This design comes from an exercise in tuning for small area and a short achievable clock period on the open sky130 flow, not from production work. Where RTL was checked, it was by simulation tests only, not by an equivalence proof against the original. The flow treats the clock pin as an ideal source, which a real chip does not have. Power and IR drop assume default switching activity.

== job 2890 ==
==> flow/design.v (excerpt) <==
module life #(
    parameter int unsigned X         = 16,
    parameter int unsigned Y         = 16,
    parameter int unsigned LOG2X     = 4,
    parameter int unsigned LOG2Y     = 4,
    parameter int unsigned HIGH_BITS = 10
) (
    input  logic             clk,
    input  logic             reset,
    input  logic [life_pkg::KEY_W-1:0] keys,
    output logic [Y-1:0]     row,
    output logic [X-1:0]     col
);
clock: 9.0 ns
lec_check: 0
cap_margin: 40
core_margin: 2
core_utilization: 40
cts_cluster_diameter: 100
cts_cluster_size: 25
slew_margin: 40
standard.sh (not shown) runs the stock make flow with config.mk's settings and CLKGATE_MAP_FILE= SYNTH_SCRIPT=/design/flow/synth_recipe.tcl, a recipe that flattens the netlist after the stock synthesis.
==> flow/flow/run.sh <==
#!/bin/bash
# Standard layout with the port buffers a buf_2 and a tighter setup margin for repair,
# and the clock tree's root buffer removed after clock tree synthesis.
set -euo pipefail
ARGS=(SETUP_SLACK_MARGIN=6.0 "BUFFER_PORTS_ARGS=-buffer_cell sky130_fd_sc_hd__buf_2")
bash standard.sh "${ARGS[@]}" cts > flow_to_cts.log 2>&1
UNROOT_ODB=orfs/results/sky130hd/life/base/4_cts.odb openroad -no_init -exit flow/unroot.tcl > unroot.log 2>&1
bash standard.sh "${ARGS[@]}" finish > flow_to_finish.log 2>&1
==> flow/flow/unroot.tcl <==
# Remove the clock tree's root buffer: the clock port then drives the tree's first-level
# buffers (two) directly, one buffer less on every register's clock path.
set odb_file $::env(UNROOT_ODB)
read_db $odb_file
set block [ord::get_db_block]
set clk_net [$block findNet clk]
set root ""
foreach iterm [$clk_net getITerms] {
    if {[$iterm isInputSignal]} {
        set root [$iterm getInst]
    }
}
if {$root == "" || [llength [$clk_net getITerms]] != 1} {
    puts "unroot: clock port does not drive a single root buffer; layout left as it is"
    exit 0
}
set out_net [[$root findITerm X] getNet]
set loads [$out_net getITerms]
puts "unroot: root [$root getName] drives [expr {[llength $loads] - 1}] buffers"
if {[llength $loads] - 1 > 4} {
    puts "unroot: too many first-level buffers; layout left as it is"
    exit 0
}
foreach iterm $loads {
    if {[$iterm getInst] != $root} {
        $iterm disconnect
        $iterm connect $clk_net
    }
}
[$root findITerm A] disconnect
[$root findITerm X] disconnect
odb::dbInst_destroy $root
odb::dbNet_destroy $out_net
write_db $odb_file
puts "unroot: done"
Input changes introduced in job 4016 (baseline for comparison: job 2890):
diff --git a/flow/flow/run.sh b/flow/flow/run.sh
--- a/flow/flow/run.sh
+++ b/flow/flow/run.sh
@@ -5 +5 @@
-ARGS=(SETUP_SLACK_MARGIN=6.0 "BUFFER_PORTS_ARGS=-buffer_cell sky130_fd_sc_hd__buf_2")
+ARGS=(SETUP_SLACK_MARGIN=6.2 "BUFFER_PORTS_ARGS=-buffer_cell sky130_fd_sc_hd__buf_2")
[summary]
Compared with job 2890, job 4016 shows total leakage power higher by 1.1%.
Summary of job 4016 over job 2890: layout buffer count excluding clock buffers increased about 50%; largest incremental delay on the critical path dropped 30 ps; final area rose by 0.97%.
#### Input delta (job 2109 over job 4016)
diff --git a/flow/config.mk b/flow/config.mk
--- a/flow/config.mk
+++ b/flow/config.mk
@@ -10 +10 @@
-export CORE_UTILIZATION = 40
+export CORE_UTILIZATION = 60
Switching power as a share of total power came out lower on job 2109 than on job 4016.
Largest fanout on the critical path: job 4016 vs job 2109, no meaningful difference
Utilization ends up lower on job 4016.
[job 2109] leakage power figure fell 0.71% relative to job 4016


life, a different RTL version from the one above (not shown whole).
For scale: about 1200 cells after synthesis, ~340 flip-flops, about 0.013 mm2 of cells after synthesis.
export LEC_CHECK = 0
export CAP_MARGIN = 40
export CORE_MARGIN = 2
export CORE_UTILIZATION = 60
export CTS_CLUSTER_DIAMETER = 100
export CTS_CLUSTER_SIZE = 25
export SETUP_SLACK_MARGIN = 5
export SLEW_MARGIN = 40
create_clock -name core_clock -period 9.0 [get_ports {clk}]
run.sh (not shown) runs the stock make flow with config.mk's settings and CLKGATE_MAP_FILE= SYNTH_SCRIPT=/design/flow/synth_recipe.tcl, a recipe that flattens the netlist after the stock synthesis.
Stock flow here: none of the scripts above is used.
The baseline finished clean.
Then changed:
==> flow/flow/run.sh (new file) <==
#!/bin/bash
# Standard layout with the port buffers a buf_2 and a tighter setup margin for repair,
# and the clock tree's root buffer removed after clock tree synthesis.
set -euo pipefail
ARGS=(SETUP_SLACK_MARGIN=6.3 "BUFFER_PORTS_ARGS=-buffer_cell sky130_fd_sc_hd__buf_2")
bash standard.sh "${ARGS[@]}" cts > flow_to_cts.log 2>&1
UNROOT_ODB=orfs/results/sky130hd/life/base/4_cts.odb openroad -no_init -exit flow/unroot.tcl > unroot.log 2>&1
bash standard.sh "${ARGS[@]}" finish > flow_to_finish.log 2>&1
==> flow/flow/unroot.tcl (new file) <==
# Remove the clock tree's root buffer: the clock port then drives the tree's first-level
# buffers (two) directly, one buffer less on every register's clock path.
set odb_file $::env(UNROOT_ODB)
read_db $odb_file
set block [ord::get_db_block]
set clk_net [$block findNet clk]
set root ""
foreach iterm [$clk_net getITerms] {
    if {[$iterm isInputSignal]} {
        set root [$iterm getInst]
    }
}
if {$root == "" || [llength [$clk_net getITerms]] != 1} {
    puts "unroot: clock port does not drive a single root buffer; layout left as it is"
    exit 0
}
set out_net [[$root findITerm X] getNet]
set loads [$out_net getITerms]
puts "unroot: root [$root getName] drives [expr {[llength $loads] - 1}] buffers"
if {[llength $loads] - 1 > 4} {
    puts "unroot: too many first-level buffers; layout left as it is"
    exit 0
}
foreach iterm $loads {
    if {[$iterm getInst] != $root} {
        $iterm disconnect
        $iterm connect $clk_net
    }
}
[$root findITerm A] disconnect
[$root findITerm X] disconnect
odb::dbInst_destroy $root
odb::dbNet_destroy $out_net
write_db $odb_file
puts "unroot: done"
==> flow/standard.sh (new file) <==
#!/bin/bash
# synth_recipe.tcl (not shown) runs the flow's synth.tcl, then flattens the netlist and writes it again
# the make line also repeats each setting of config.mk as NAME=value (left out here)
make -C /OpenROAD-flow-scripts/flow DESIGN_CONFIG=/design/flow/config.mk WORK_HOME=/design/flow/orfs CLKGATE_MAP_FILE= SYNTH_SCRIPT=/design/flow/synth_recipe.tcl "${@:-finish}"
--- a/flow/config.mk
+++ b/flow/config.mk
@@ -13 +12,0 @@
-export SETUP_SLACK_MARGIN = 5
removed: flow/run.sh
Outcome:
- routed wire length rises by a few percent
- worst setup slack gains 0.61 ns
- total power shrinks slightly
- global-route usage hardly moves
- via count is higher by a few percent
- critical path depth stays the same
Then changed:
--- a/flow/flow/run.sh
+++ b/flow/flow/run.sh
@@ -5 +5 @@
-ARGS=(SETUP_SLACK_MARGIN=6.3 "BUFFER_PORTS_ARGS=-buffer_cell sky130_fd_sc_hd__buf_2")
+ARGS=(SETUP_SLACK_MARGIN=6.2 "BUFFER_PORTS_ARGS=-buffer_cell sky130_fd_sc_hd__buf_2")
--- a/flow/config.mk
+++ b/flow/config.mk
@@ -10 +10 @@
-export CORE_UTILIZATION = 60
+export CORE_UTILIZATION = 50
Outcome:
- worst setup slack gets worse by 0.071 ns
- non-clock buffer count falls by 1
- core utilization falls by 12 points
- first-iteration DRC count rises by 2.2%
- final area rises by about 0.6%
- power rises by about 0.32%
- flip-flop and latch count is unchanged
- sequential power barely changes
- via count falls by about 0.6%
- global-route usage falls by 3.3 points


north:
Another version of the RTL of life (not shown whole).
For scale: about 560 flip-flops, about 37 I/O pins, roughly 0.023 mm² of cells after synthesis.
Settings: LEC_CHECK=0, CAP_MARGIN=40, CORE_MARGIN=2, CORE_UTILIZATION=40, CTS_CLUSTER_DIAMETER=100, CTS_CLUSTER_SIZE=30, SLEW_MARGIN=40; clock period 9.0 ns.
standard.sh (not shown) runs the stock make flow with config.mk's settings and CLKGATE_MAP_FILE= SYNTH_SCRIPT=/design/flow/synth_recipe.tcl, a recipe that flattens the netlist after the stock synthesis.
==> flow/flow/run.sh <==
#!/bin/bash
# Standard layout, with the port buffers a buf_2 and a tighter setup margin for repair.
set -euo pipefail
bash standard.sh SETUP_SLACK_MARGIN=6 "BUFFER_PORTS_ARGS=-buffer_cell sky130_fd_sc_hd__buf_2" finish > standard_flow.log 2>&1
Setup changes, north to south
==> flow/run.sh (new file) <==
#!/bin/bash
# synth_recipe.tcl (not shown) runs the flow's synth.tcl, then flattens the netlist and writes it again
# the make line also repeats each setting of config.mk as NAME=value (left out here)
make -C /OpenROAD-flow-scripts/flow DESIGN_CONFIG=/design/flow/config.mk WORK_HOME=/design/flow/orfs CLKGATE_MAP_FILE= SYNTH_SCRIPT=/design/flow/synth_recipe.tcl finish
--- a/flow/config.mk
+++ b/flow/config.mk
@@ -12,2 +12,3 @@
 export CTS_CLUSTER_SIZE = 30
+export SETUP_SLACK_MARGIN = 5
 export SLEW_MARGIN = 40
removed: flow/flow/run.sh
removed: flow/standard.sh
Notes after the runs:
Setup fix buffers added after clock tree synthesis for south: 12 down relative to north
The number of buffer and inverter stages on the critical path number comes out lower for south vs north.
Going from north to south, via count of the first global-routing pass down 2.4%; post-detailed-routing wire length now smaller; critical path depth moved down; clock-buffer cell count grew by 5.6%.
south vs north: initial antenna violation count up
Relative to north, the fraction of power consumed by combinational cells of south is lower by 0.7 points.
Number of standard cells after synthesis: north vs south identical
Setup changes, south to east
--- a/flow/config.mk
+++ b/flow/config.mk
@@ -9,5 +9,4 @@
 export CORE_MARGIN = 2
-export CORE_UTILIZATION = 40
-export CTS_CLUSTER_DIAMETER = 100
-export CTS_CLUSTER_SIZE = 30
+export CORE_UTILIZATION = 60
+export PLACE_DENSITY = 0.75
 export SETUP_SLACK_MARGIN = 5
## What came out
A capturing element of the worst setup path of row[1] is what south shows, while col[2] belongs to east.
Reported for south and east, number of gates on the worst path with buffers counted turned out identical to the last digit.
[compare] base=south new=east: synthesis-to-layout area growth increased 3.3 points, maximum fanout count along the critical path now sits lower, worst setup margin ~0 delta, detailed-route wire length has increased, peak clock frequency supported by timing held steady.
Vertical die dimension in east vs south: down 18%
### east -> west
==> flow/flow/run.sh (new file) <==
#!/bin/bash
# Standard layout, with the port buffers a buf_2 and a tighter setup margin for repair.
set -euo pipefail
bash standard.sh SETUP_SLACK_MARGIN=5 "BUFFER_PORTS_ARGS=-buffer_cell sky130_fd_sc_hd__buf_2" finish > standard_flow.log 2>&1
==> flow/standard.sh (new file) <==
#!/bin/bash
# synth_recipe.tcl (not shown) runs the flow's synth.tcl, then flattens the netlist and writes it again
# the make line also repeats each setting of config.mk as NAME=value (left out here)
make -C /OpenROAD-flow-scripts/flow DESIGN_CONFIG=/design/flow/config.mk WORK_HOME=/design/flow/orfs CLKGATE_MAP_FILE= SYNTH_SCRIPT=/design/flow/synth_recipe.tcl "${@:-finish}"
--- a/flow/config.mk
+++ b/flow/config.mk
@@ -9,5 +9,5 @@
 export CORE_MARGIN = 2
-export CORE_UTILIZATION = 60
-export PLACE_DENSITY = 0.75
-export SETUP_SLACK_MARGIN = 5
+export CORE_UTILIZATION = 40
+export CTS_CLUSTER_DIAMETER = 100
+export CTS_CLUSTER_SIZE = 30
 export SLEW_MARGIN = 40
removed: flow/run.sh
Findings:
The clock-buffer cell count of west is lower than that of east. Final critical path time including I/O delays and setup, west and east: lower on west. Stage delay of the slowest cell on the critical path, west and east: smaller value in east. The average wire per standard cell in west sits about 8% below the value recorded for east. Changes observed in west relative to east: combinational fraction of design power now larger, total global routing track utilization lower, final cell count climbed 191.
#### Input delta (middle over west)
==> flow/run.sh (new file) <==
#!/bin/bash
# synth_recipe.tcl (not shown) runs the flow's synth.tcl, then flattens the netlist and writes it again
# the make line also repeats each setting of config.mk as NAME=value (left out here)
make -C /OpenROAD-flow-scripts/flow DESIGN_CONFIG=/design/flow/config.mk WORK_HOME=/design/flow/orfs CLKGATE_MAP_FILE= SYNTH_SCRIPT=/design/flow/synth_recipe.tcl finish
--- a/flow/config.mk
+++ b/flow/config.mk
@@ -10,4 +10,3 @@
 export CORE_UTILIZATION = 40
-export CTS_CLUSTER_DIAMETER = 100
-export CTS_CLUSTER_SIZE = 30
+export SETUP_SLACK_MARGIN = 5
 export SLEW_MARGIN = 40
removed: flow/flow/run.sh
removed: flow/standard.sh
Findings:
- Against west, middle reports a met1 track demand over resource that is higher.
- Relative to west, final worst-path cycle share increased by 1.4 points in middle.
- Diff west -> middle: end-of-flow core utilization shows an increase of 2.7 points, summed area of non-filler cells in the final layout saw an increase, global-route wire length before repair picked up an extra 1100 µm.
- Relative to west, non-clock buffer total of the final layout has gone down in middle.
- The total detailed-routing wirelength in middle sits 1.8% above the value recorded for west.
- The worst setup slack after placement of middle was superior to that of west.
- middle vs. west: clock share of power went up 15 points; clock power +about 90%.
Function was not checked in any run of this note: the RTL went through the layout flow alone.


Setup of pine:
The RTL this note starts from:
==> flow/design.v <==
package life_pkg;
    localparam int unsigned KEY_W = 3;
    typedef enum logic [KEY_W-1:0] {
        KEY_NONE  = 3'd0,
        KEY_UP    = 3'd1,
        KEY_DOWN  = 3'd2,
        KEY_LEFT  = 3'd3,
        KEY_RIGHT = 3'd4,
        KEY_FLIP  = 3'd5,
        KEY_NEXT  = 3'd6,
        KEY_RUN   = 3'd7
    } key_e;
    function automatic logic [15:0] life_row(input logic [15:0] a, input logic [15:0] m,
                                             input logic [15:0] b);
        logic [1:0] v [16];
        logic [2:0] h [16];
        logic [2:0] s;
        for (int j = 0; j < 16; j++) v[j] = {1'b0, a[j]} + {1'b0, m[j]} + {1'b0, b[j]};
        for (int j = 0; j < 16; j += 2) h[j] = {1'b0, v[j]} + {1'b0, v[j + 1]};
        for (int j = 0; j < 16; j++) begin
            if (j % 2 == 0) s = h[j] + {1'b0, v[(j + 15) % 16]};
            else            s = h[j - 1] + {1'b0, v[(j + 1) % 16]};
            life_row[j] = (s == 3'd3) || (m[j] && (s == 3'd4));
        end
    endfunction
endpackage
module life_data (
    input  logic        clk,
    input  logic        reset,
    input  logic        clearing,   
    input  logic        install,    
    input  logic        first,      
    input  logic        first_in,   
    input  logic        flip_en,
    input  logic [3:0]  flip_d,     
    input  logic [3:0]  flip_x,
    output logic [15:0] disp_row    
);
    logic [15:0][15:0] brd;         
    logic [15:0]       new_row;     
    logic [15:0]       first_new;   
    logic [15:0]       col_sel;
    assign col_sel  = flip_en ? (16'b1 << flip_x) : 16'b0;
    assign disp_row = brd[15];
    always_ff @(posedge clk or negedge reset) begin
        if (!reset) begin
            brd[15] <= '0;
        end else if (first_in) begin
            brd[15] <= first_new;
        end else begin
            brd[15] <= (clearing ? 16'b0 : brd[0]) ^ ((flip_d == 4'd0) ? col_sel : 16'b0);
        end
    end
    always_ff @(posedge clk) begin
        for (int i = 0; i < 15; i++) begin
            if (i == 14 && install) begin
                brd[i] <= new_row;
            end else if (i % 2 == 1) begin
                brd[i] <= (clearing ? 16'b0 : brd[i + 1])
                        ^ ((flip_d == 4'(i + 1)) ? col_sel : 16'b0);
            end else begin
                brd[i] <= brd[i + 1];
            end
        end
    end
    always_ff @(posedge clk) begin
        new_row <= life_pkg::life_row(brd[15], brd[0], brd[1]);
        if (first) begin
            first_new <= new_row;
        end
    end
endmodule
module life #(
    parameter int unsigned X         = 16,
    parameter int unsigned Y         = 16,
    parameter int unsigned LOG2X     = 4,
    parameter int unsigned LOG2Y     = 4,
    parameter int unsigned HIGH_BITS = 10
) (
    input  logic             clk,
    input  logic             reset,
    input  logic [life_pkg::KEY_W-1:0] keys,
    output logic [Y-1:0]     row,
    output logic [X-1:0]     col
);
    life_pkg::key_e       key_c;
    life_pkg::key_e       key_q;      
    logic                 sweep;      
    logic                 swap;       
    logic                 swap_q;     
    logic                 install_c;  
    logic [7:0]           k;          
    logic [LOG2X-1:0]     cx;         
    logic [LOG2Y-1:0]     cd;         
    logic                 flip_wait;  
    logic                 flip_c;
    logic                 run_mode;
    logic [HIGH_BITS-1:LOG2Y] prescaler_hi;   
    logic                 pre_low_max;  
    logic                 scan_on;    
    logic                 scan_on2;   
    logic             idle_c;
    logic             start_c;
    logic             edit_c;
    logic [X-1:0]     disp_row;
    assign key_c   = life_pkg::key_e'(keys);
    assign idle_c  = !sweep && !swap;
    assign start_c = idle_c && ((key_c == life_pkg::KEY_NEXT)
                                || (run_mode && (&prescaler_hi) && pre_low_max));
    assign edit_c  = idle_c && (key_c != life_pkg::KEY_NEXT) && (key_c != life_pkg::KEY_RUN);
    always_ff @(posedge clk or negedge reset) begin
        if (!reset) begin
            sweep  <= 1'b0;
            swap   <= 1'b0;
            swap_q <= 1'b0;
        end else begin
            swap   <= sweep && (&k);
            swap_q <= swap;
            sweep  <= start_c || (sweep && !(&k));
        end
    end
    always_ff @(posedge clk) begin
        k <= sweep ? k + 1'b1 : 8'd0;
    end
    assign install_c = (sweep && (k[7:4] == 4'hf) && ((k[3:2] != 2'd0) || (&k[1:0]))) || swap || swap_q;
    always_ff @(posedge clk or negedge reset) begin
        if (!reset) begin
            key_q     <= life_pkg::KEY_NONE;
            flip_wait <= 1'b0;
            cx        <= '0;
            cd        <= '0;
        end else begin
            key_q     <= edit_c ? key_c : life_pkg::KEY_NONE;
            flip_wait <= flip_c && cd[0];
            cd    <= cd - 1'b1;
            case (key_q)
                life_pkg::KEY_UP:    cd <= cd - 2'd2;
                life_pkg::KEY_DOWN:  cd <= cd;
                life_pkg::KEY_LEFT:  cx <= cx - 1'b1;
                life_pkg::KEY_RIGHT: cx <= cx + 1'b1;
                default: ;
            endcase
        end
    end
    assign pre_low_max = row[Y-2];
    always_ff @(posedge clk or negedge reset) begin
        if (!reset) begin
            prescaler_hi <= '0;
            run_mode  <= 1'b0;
        end else begin
            if (pre_low_max) begin
                prescaler_hi <= prescaler_hi + 1'b1;
            end
            if (key_c == life_pkg::KEY_RUN) begin
                run_mode <= ~run_mode;
            end
        end
    end
    always_ff @(posedge clk or negedge reset) begin
        if (!reset) begin
            scan_on  <= 1'b0;
            scan_on2 <= 1'b0;
            row      <= '0;
        end else begin
            scan_on  <= 1'b1;
            scan_on2 <= scan_on;
            row     <= {row[Y-2:0], row[Y-1] | !scan_on};
        end
    end
    assign col = disp_row;
    assign flip_c = (key_q == life_pkg::KEY_FLIP) ^ flip_wait;
    life_data l_data (
        .clk      (clk),
        .reset    (reset),
        .clearing (!scan_on2),
        .install  (install_c),
        .first    (sweep && (k == 8'd242)),
        .first_in (swap_q),
        .flip_en  (flip_c && !cd[0]),
        .flip_d   (cd),
        .flip_x   (cx),
        .disp_row (disp_row)
    );
endmodule
==> flow/config.mk <==
export PLATFORM = sky130hd
export DESIGN_NAME = life
export DESIGN_NICKNAME = life
export VERILOG_FILES = /design/flow/design.v
export SDC_FILE = /design/flow/constraint.sdc
export NUM_CORES = 4
export LEC_CHECK = 0
export CAP_MARGIN = 40
export CORE_MARGIN = 2
export CORE_UTILIZATION = 60
export CTS_CLUSTER_DIAMETER = 100
export CTS_CLUSTER_SIZE = 25
export SLEW_MARGIN = 40
==> flow/constraint.sdc <==
create_clock -name core_clock -period 9.0 [get_ports {clk}]
set_input_delay 1.8000 -clock core_clock [delete_from_list [all_inputs] [get_ports {clk}]]
set_output_delay 1.8000 -clock core_clock [all_outputs]
set_load 0.01 [all_outputs]
==> flow/flow/run.sh <==
#!/bin/bash
# Standard layout with the port buffers a buf_2 and a tighter setup margin for repair,
# and the clock tree's root buffer removed after clock tree synthesis.
set -euo pipefail
ARGS=(SETUP_SLACK_MARGIN=6.1 "BUFFER_PORTS_ARGS=-buffer_cell sky130_fd_sc_hd__buf_2")
bash standard.sh "${ARGS[@]}" cts > flow_to_cts.log 2>&1
UNROOT_ODB=orfs/results/sky130hd/life/base/4_cts.odb openroad -no_init -exit flow/unroot.tcl > unroot.log 2>&1
bash standard.sh "${ARGS[@]}" finish > flow_to_finish.log 2>&1
==> flow/flow/unroot.tcl <==
# Remove the clock tree's root buffer: the clock port then drives the tree's first-level
# buffers (two) directly, one buffer less on every register's clock path.
set odb_file $::env(UNROOT_ODB)
read_db $odb_file
set block [ord::get_db_block]
set clk_net [$block findNet clk]
set root ""
foreach iterm [$clk_net getITerms] {
    if {[$iterm isInputSignal]} {
        set root [$iterm getInst]
    }
}
if {$root == "" || [llength [$clk_net getITerms]] != 1} {
    puts "unroot: clock port does not drive a single root buffer; layout left as it is"
    exit 0
}
set out_net [[$root findITerm X] getNet]
set loads [$out_net getITerms]
puts "unroot: root [$root getName] drives [expr {[llength $loads] - 1}] buffers"
if {[llength $loads] - 1 > 4} {
    puts "unroot: too many first-level buffers; layout left as it is"
    exit 0
}
foreach iterm $loads {
    if {[$iterm getInst] != $root} {
        $iterm disconnect
        $iterm connect $clk_net
    }
}
[$root findITerm A] disconnect
[$root findITerm X] disconnect
odb::dbInst_destroy $root
odb::dbNet_destroy $out_net
write_db $odb_file
puts "unroot: done"
pine: PASS, flow complete, no timing, DRC or antenna violations
Relative to pine, the following input files were edited for cedar:
==> flow/flow/run.sh <==
#!/bin/bash
# Standard layout, with the port buffers a buf_2 and a tighter setup margin for repair.
set -euo pipefail
bash standard.sh SETUP_SLACK_MARGIN=6.2 "BUFFER_PORTS_ARGS=-buffer_cell sky130_fd_sc_hd__buf_2" finish > standard_flow.log 2>&1
removed: flow/flow/unroot.tcl
==> comparison <==
- The shortest clock period the worst path allows after layout of cedar was inferior to that of pine.
- Delta (cedar minus pine): worst hold slack across all endpoints was more or less identical, met1 wire length went up by about 2.6%, routed wire length went up by about 1.7%.
- Count of clock-buffer cells in the layout, cedar vs pine: up by a few percent
- Comparing pine and cedar, the lower fraction of area in multi-input gates is on cedar.
- cedar: done, clean on timing, DRC and antenna
- cedar -> pine: combinational cell fraction of total power flat
- Launching element of the worst setup path: row[13]$_DFF_PN0_ -> cedar, l_data.brd[248]$_DFF_PN0_ -> pine
- Compared with pine, cedar shows clock share of power higher by 0.7 points.

## re-timing with driven ports
No port has a modelled driver above. Below, the same layouts with a new extraction and two added sets of constraints.
Step 1, drivers: a clkbuf_16 drives clk and a buf_2 each remaining input, both assumed.
Step 2, shift: input delay + t, output delay - t, t = (earliest + latest rising clock arrival at the registers) / 2. This alone moves slack from input paths to output paths.
a / b / c = ideal / step 1 / step 2; a / b = the first two.
| run | shift t [ns] | slack for setup (ns) | worst setup path after step 2 | slew at the worst register clock pin (ns) |
|---|---|---|---|---|
| job 2890 | 0.444 | 6.153 / 6.090 / 5.982 | input, reset recovery | 0.11 / 0.11 |
| job 4016 | 0.439 | 6.229 / 6.166 / 6.120 | input, reset recovery | 0.11 / 0.11 |
| job 2109 | 0.430 | 6.256 / 6.195 / 6.024 | input, reset recovery | 0.10 / 0.10 |
| the first run of note 2 | 0.551 | 5.646 / 5.600 / 6.151 | register to output | 0.10 / 0.10 |
| the second run of note 2 | 0.422 | 6.255 / 6.196 / 6.306 | register to register | 0.11 / 0.11 |
| the third run of note 2 | 0.425 | 6.184 / 6.122 / 6.264 | register to register | 0.10 / 0.10 |
| north | 0.648 | 5.999 / 5.973 / 5.753 | input, reset recovery | 0.12 / 0.12 |
| south | 0.626 | 5.671 / 5.613 / 5.862 | register to register | 0.12 / 0.12 |
| east | 0.648 | 5.668 / 5.616 / 5.736 | register to register | 0.07 / 0.07 |
| west | 0.645 | 5.780 / 5.780 / 5.587 | input, reset recovery | 0.12 / 0.12 |
| middle | 0.658 | 5.655 / 5.600 / 5.863 | register to register | 0.07 / 0.07 |
| pine | 0.421 | 6.216 / 6.180 / 6.216 | register to register | 0.10 / 0.10 |
| cedar | 0.540 | 6.122 / 6.075 / 6.227 | register to register | 0.10 / 0.10 |
After both steps every run listed still meets setup and hold. For north, which loses most, drivers alone change the setup slack by -0.026 ns; drivers and shift together by -0.246 ns. The worst setup slack also covers recovery checks on asynchronous resets.
